This is an optimization exercise on Yosys and OpenROAD, whose aim is small area, a short achievable clock period and few clock cycles per item, not a production implementation. Only simulation tests tie the RTL to the original design; equivalence was not proved. Power is estimated from default activity; no workload was simulated.

Setup of main:
// result_requant_wb
module result_requant_wb #(
  parameter int ADDRESSSIZE    = 10,
  parameter int MATRIX_SIZE    = 32,
  parameter int PARTIAL_SUM_BW = 24,
  parameter int DATA_BW        = 8
) (
  input  logic                                clk,
  input  logic                                rstn,
  input  logic                                start,
  input  logic [ADDRESSSIZE-1:0]              src_addr,
  input  logic [ADDRESSSIZE-1:0]              dst_addr,
  input  logic [ADDRESSSIZE:0]                num_rows,
  input  logic [3:0]                          shift,
  input  logic                                relu_en,
  output logic                                busy,
  output logic                                done,
  output logic                                res_rd_en,
  output logic [ADDRESSSIZE-1:0]              res_rd_addr,
  input  logic [PARTIAL_SUM_BW*MATRIX_SIZE-1:0] res_rd_data,
  output logic                                ub_wr_en,
  output logic [ADDRESSSIZE-1:0]              ub_wr_addr,
  output logic [DATA_BW*MATRIX_SIZE-1:0]      ub_wr_data,
  input  logic                                ub_wr_ready
);
==> flow/config.mk <==
export PLATFORM = sky130hd
export DESIGN_NAME = result_requant_wb
export DESIGN_NICKNAME = result_requant_wb
export VERILOG_FILES = /design/flow/design.v
export SDC_FILE = /design/flow/constraint.sdc
export NUM_CORES = 4
export LEC_CHECK = 0
export CAP_MARGIN = 20
export CORE_AREA = 5 5 475 195
export CTS_BUF_LIST = sky130_fd_sc_hd__clkbuf_8
export DIE_AREA = 0 0 480 200
export SETUP_SLACK_MARGIN = 4.3
export SLEW_MARGIN = 20
==> flow/constraint.sdc <==
create_clock -name core_clock -period 8.0 [get_ports {clk}]
set_input_delay 1.6000 -clock core_clock [delete_from_list [all_inputs] [get_ports {clk}]]
set_output_delay 1.6000 -clock core_clock [all_outputs]
set_load 0.01 [all_outputs]
standard.sh (not shown) runs the stock make flow with config.mk's settings and CLKGATE_MAP_FILE= SYNTH_SCRIPT=/design/flow/synth_recipe.tcl, a recipe that flattens the netlist after the stock synthesis.
==> flow/flow/run.sh <==
#!/bin/bash
# Standard layout, with plain buf_1 cells as the port buffers (the resizer
# may still upsize them). Each tool's output goes to its own log file here.
set -euo pipefail
bash standard.sh \
  BUFFER_PORTS_ARGS="-buffer_cell sky130_fd_sc_hd__buf_1" \
  finish > make_finish.log 2>&1
main finished all stages; the layout is clean.
Testbench counts of main, summed over its fixed seeds: cycles 7,049, rows 6,022.
Inputs modified between main and the feature branch:
Settings: swapping 4.3 for 4.45 in SETUP_SLACK_MARGIN; clearing DIE_AREA, which used to be 0 0 480 200; putting CORE_UTILIZATION at 27 where nothing was set; clearing CORE_AREA, which used to be 5 5 475 195; putting CORE_MARGIN at 2 where nothing was set.
Notes after the runs:
Higher width of the die was reported by main, not the feature branch. Share of total power in combinational logic ended up 0.9 points lower on the feature branch than on main. Lower fraction of area in registers was reported by the feature branch, not main. Between main and the feature branch, the worst hold slack is higher for the feature branch. Going from main to the feature branch, worst-case reg-to-reg path depth neither gained nor lost much; multi-input gate share of total cell area lost 1.7 points; register-to-register slack picked up an extra 0.17 ns. The feature branch gives less all-layer global routing usage than main did.

== run a ==
The RTL this note starts from:
==> flow/design.v <==
module result_requant_wb #(
  parameter int ADDRESSSIZE    = 10,
  parameter int MATRIX_SIZE    = 32,
  parameter int PARTIAL_SUM_BW = 24,
  parameter int DATA_BW        = 8
) (
  input  logic                                clk,
  input  logic                                rstn,
  input  logic                                start,
  input  logic [ADDRESSSIZE-1:0]              src_addr,
  input  logic [ADDRESSSIZE-1:0]              dst_addr,
  input  logic [ADDRESSSIZE:0]                num_rows,
  input  logic [3:0]                          shift,
  input  logic                                relu_en,
  output logic                                busy,
  output logic                                done,
  output logic                                res_rd_en,
  output logic [ADDRESSSIZE-1:0]              res_rd_addr,
  input  logic [PARTIAL_SUM_BW*MATRIX_SIZE-1:0] res_rd_data,
  output logic                                ub_wr_en,
  output logic [ADDRESSSIZE-1:0]              ub_wr_addr,
  output logic [DATA_BW*MATRIX_SIZE-1:0]      ub_wr_data,
  input  logic                                ub_wr_ready
);
  localparam int PSB = PARTIAL_SUM_BW;
  logic                           r_job;       
  logic                           r_zero;      
  logic                           r_rd_more;   
  logic [ADDRESSSIZE:0]           r_rd_left;   
  logic [ADDRESSSIZE-1:0]         r_rd_addr;   
  logic                           r_s_valid;   
  logic                           r_s_last;    
  logic                           r_o_valid;   
  logic                           r_o_last;    
  logic [ADDRESSSIZE-1:0]         r_o_addr;
  logic [DATA_BW*MATRIX_SIZE-1:0] r_o_data;
  logic                           r_relu_en;
  logic [3:0]                     r_sa;        
  logic [3:0]                     r_sb;        
  logic [2:0]                     r_lm;        
  logic [DATA_BW*MATRIX_SIZE-1:0] w_quant;
  logic w_free;      
  logic w_move;      
  logic w_rd;        
  logic w_done;
  logic w_accept;    
  logic w_nz;
  logic r_rd_en1;    
  logic r_rd_en0;    
  logic r_ol;        
  logic n_job, n_zero, n_rd_more, n_s_valid, n_o_valid, n_o_last;
  assign w_free   = ~r_o_valid | ub_wr_ready;
  assign w_move   = r_s_valid & w_free;
  assign w_rd     = r_rd_more & (~r_s_valid | w_free);
  assign w_done   = r_zero | (ub_wr_ready & r_ol);
  assign busy     = r_job & ~(ub_wr_ready & r_ol);
  assign done     = w_done;
  assign w_accept = start & ~busy;
  assign w_nz     = |num_rows;
  assign res_rd_en   = r_rd_en0 | (ub_wr_ready & r_rd_en1);
  assign res_rd_addr = r_rd_more ? r_rd_addr : src_addr;
  assign ub_wr_en    = r_o_valid;
  assign ub_wr_addr  = r_o_addr;
  assign ub_wr_data  = r_o_data;
  always_comb begin
    n_o_valid = w_move ? 1'b1 : (ub_wr_ready ? 1'b0 : r_o_valid);
    n_o_last  = w_move ? r_s_last : r_o_last;
    if (w_accept) begin
      n_job     = w_nz;
      n_zero    = ~w_nz;
      n_rd_more = (num_rows > 1);
      n_s_valid = w_nz;
    end else begin
      n_job     = r_job & ~w_done;
      n_zero    = 1'b0;
      n_rd_more = w_rd ? (r_rd_left != 1) : r_rd_more;
      n_s_valid = w_rd ? 1'b1 : (w_move ? 1'b0 : r_s_valid);
    end
  end
  always_ff @(posedge clk or negedge rstn) begin
    if (!rstn) begin
      r_job     <= 1'b0;
      r_zero    <= 1'b0;
      r_rd_more <= 1'b0;
      r_s_valid <= 1'b0;
      r_o_valid <= 1'b0;
      r_rd_en1  <= 1'b0;
      r_rd_en0  <= 1'b0;
      r_ol      <= 1'b0;
    end else begin
      r_job     <= n_job;
      r_zero    <= n_zero;
      r_rd_more <= n_rd_more;
      r_s_valid <= n_s_valid;
      r_o_valid <= n_o_valid;
      r_rd_en1  <= ~n_job | (n_o_valid & n_o_last) | n_rd_more;
      r_rd_en0  <= ~n_job | (n_rd_more & ~(n_s_valid & n_o_valid));
      r_ol      <= n_o_valid & n_o_last;
    end
  end
  always_ff @(posedge clk) begin
    if (w_move) begin
      r_o_last <= r_s_last;
      r_o_addr <= r_o_addr + 1'b1;
    end
    if (w_accept) begin
      r_rd_left <= num_rows - 1'b1;
      r_rd_addr <= src_addr + 1'b1;
      r_s_last  <= (num_rows == 1);
      r_o_addr  <= dst_addr - 1'b1;
      r_relu_en <= relu_en;
      for (int i = 0; i < 4; i++) r_sa[i] <= (shift[3:2] == i);
      for (int i = 0; i < 4; i++) r_sb[i] <= (shift[1:0] == i);
      for (int i = 0; i < 3; i++) r_lm[i] <= (shift[1:0] <= i);
    end else if (w_rd) begin
      r_rd_left <= r_rd_left - 1'b1;
      r_rd_addr <= r_rd_addr + 1'b1;
      r_s_last  <= (r_rd_left == 1);
    end
  end
  always_ff @(posedge clk) begin
    if (w_move) r_o_data <= w_quant;
  end
  genvar gi, gk, gj;
  generate
    for (gi = 0; gi < MATRIX_SIZE; gi++) begin : g_lane
      logic [PSB-1:0]     w_x;
      logic               w_neg;
      logic [12:0]        w_v;
      logic [DATA_BW:0]   w_u;
      logic [4:0]         w_lm;
      logic               w_lo_p, w_lo_n, w_hi_p, w_hi_n;
      logic               w_ovf;
      logic [DATA_BW-1:0] w_y;
      logic [DATA_BW-1:0] w_q;
      assign w_x   = res_rd_data[PSB*gi +: PSB];
      assign w_neg = w_x[PSB-1];
      for (gk = 0; gk < 13; gk++) begin : g_s1
        logic [3:0] w_c;    
        for (gj = 0; gj < 4; gj++) begin : g_c
          if (gk + 4*gj == 0)         assign w_c[gj] = 1'b0;
          else if (gk + 4*gj <= PSB)  assign w_c[gj] = w_x[gk + 4*gj - 1];
          else                        assign w_c[gj] = w_neg;
        end
        assign w_v[gk] = |(w_c & r_sa);
      end
      for (gk = 0; gk <= DATA_BW; gk++) begin : g_s2
        assign w_u[gk] = |(w_v[gk +: 4] & r_sb);
      end
      assign w_lm   = {2'b11, r_lm};
      assign w_lo_p = |(w_v[12:8] & w_lm);
      assign w_lo_n = ~&(w_v[12:8] | ~w_lm);
      assign w_hi_p = (r_sa[0] & |w_x[22:12]) | (r_sa[1] & |w_x[22:16]) |
                      (r_sa[2] & |w_x[22:20]);
      assign w_hi_n = (r_sa[0] & ~&w_x[22:12]) | (r_sa[1] & ~&w_x[22:16]) |
                      (r_sa[2] & ~&w_x[22:20]);
      assign w_ovf  = w_neg ? (w_lo_n | w_hi_n) : (w_lo_p | w_hi_p);
      assign w_y = w_u[DATA_BW:1] + w_u[0];
      logic w_rz;
      assign w_rz = r_relu_en & w_neg;
      assign w_q = (w_rz | w_ovf | (~w_neg & w_y[DATA_BW-1])) ? {w_neg & ~w_rz, {(DATA_BW-1){~w_neg}}} : w_y;
      assign w_quant[DATA_BW*gi +: DATA_BW] = w_q;
    end
  endgenerate
endmodule
clock: 8.0 ns
lec_check: 0
cap_margin: 20
core_area: 5 5 455 175
cts_buf_list: sky130_fd_sc_hd__clkbuf_8
die_area: 0 0 460 180
setup_slack_margin: 4.45
slew_margin: 20
Scripts as last shown in full above: flow/flow/run.sh
Run a: flow completed, timing, DRC and antenna clean
Testbench counts of run a, summed over its fixed seeds: cycles 7,049, rows 6,022.
[inputs] run b vs run a
diff --git a/flow/config.mk b/flow/config.mk
--- a/flow/config.mk
+++ b/flow/config.mk
@@ -9 +9 @@
-export CORE_AREA = 5 5 455 175
+export CORE_AREA = 5 5 475 195
@@ -11 +11 @@
-export DIE_AREA = 0 0 460 180
+export DIE_AREA = 0 0 480 200
For run b, the launching instance or port of the critical path was src_addr[6], unlike run a, where it was src_addr[8].
Between run a and run b, the difference in number of global-route vias before repair is negligible.
Count of inserted antenna diode cells (lower): run b
Looking at post-route clock period utilization, run b sits 0.21 points lower than run a does.
Looking at run a and run b, the leakage component of the power is a wash.
Per the comparison of run b with run a, half-perimeter wire length after placement picked up an extra 8500 um, met2 demand-to-capacity share in global routing went down 6.5 points, register share of the cell area did not really move.
On run b: number of rows created at floorplan is about 11% higher than what run a gave.
NOTE number of non-filler instances in the completed layout run a->run b increased by a few percent

separate check: timing with driven ports:
The flow's constraints put no driver on any port. The routed layouts listed below were extracted and timed again, unchanged, in two steps. Step 1 (the two cells are an assumption about what drives the block):
set clk [get_ports {clk}]
set_driving_cell -lib_cell sky130_fd_sc_hd__clkbuf_16 $clk
set_driving_cell -lib_cell sky130_fd_sc_hd__buf_2 [delete_from_list [all_inputs] $clk]
Step 2 also shifts input and output timing later by t, the mid clock arrival at the registers, as if the neighbouring blocks saw the same clock. a / b / c = no drivers / after step 1 / after step 2; a / b = the first two.
| run | shift t [ns] | setup slack, ns | worst setup path after step 2 | worst data-port slew with drivers (ns) |
|---|---|---|---|---|
| main | 0.792 | 4.305 / 4.265 / 3.745 | input to register | 0.21 |
| the feature branch | 0.795 | 4.286 / 4.236 / 3.746 | input to register | 0.41 |
| run a | 0.774 | 4.288 / 4.235 / 3.619 | input to register | 0.18 |
| run b | 0.771 | 4.305 / 4.263 / 3.808 | input to register | 0.16 |
After both steps setup and hold are still met in every run listed. For run a, which loses most, drivers alone change the setup slack by -0.053 ns; drivers and shift together by -0.669 ns.
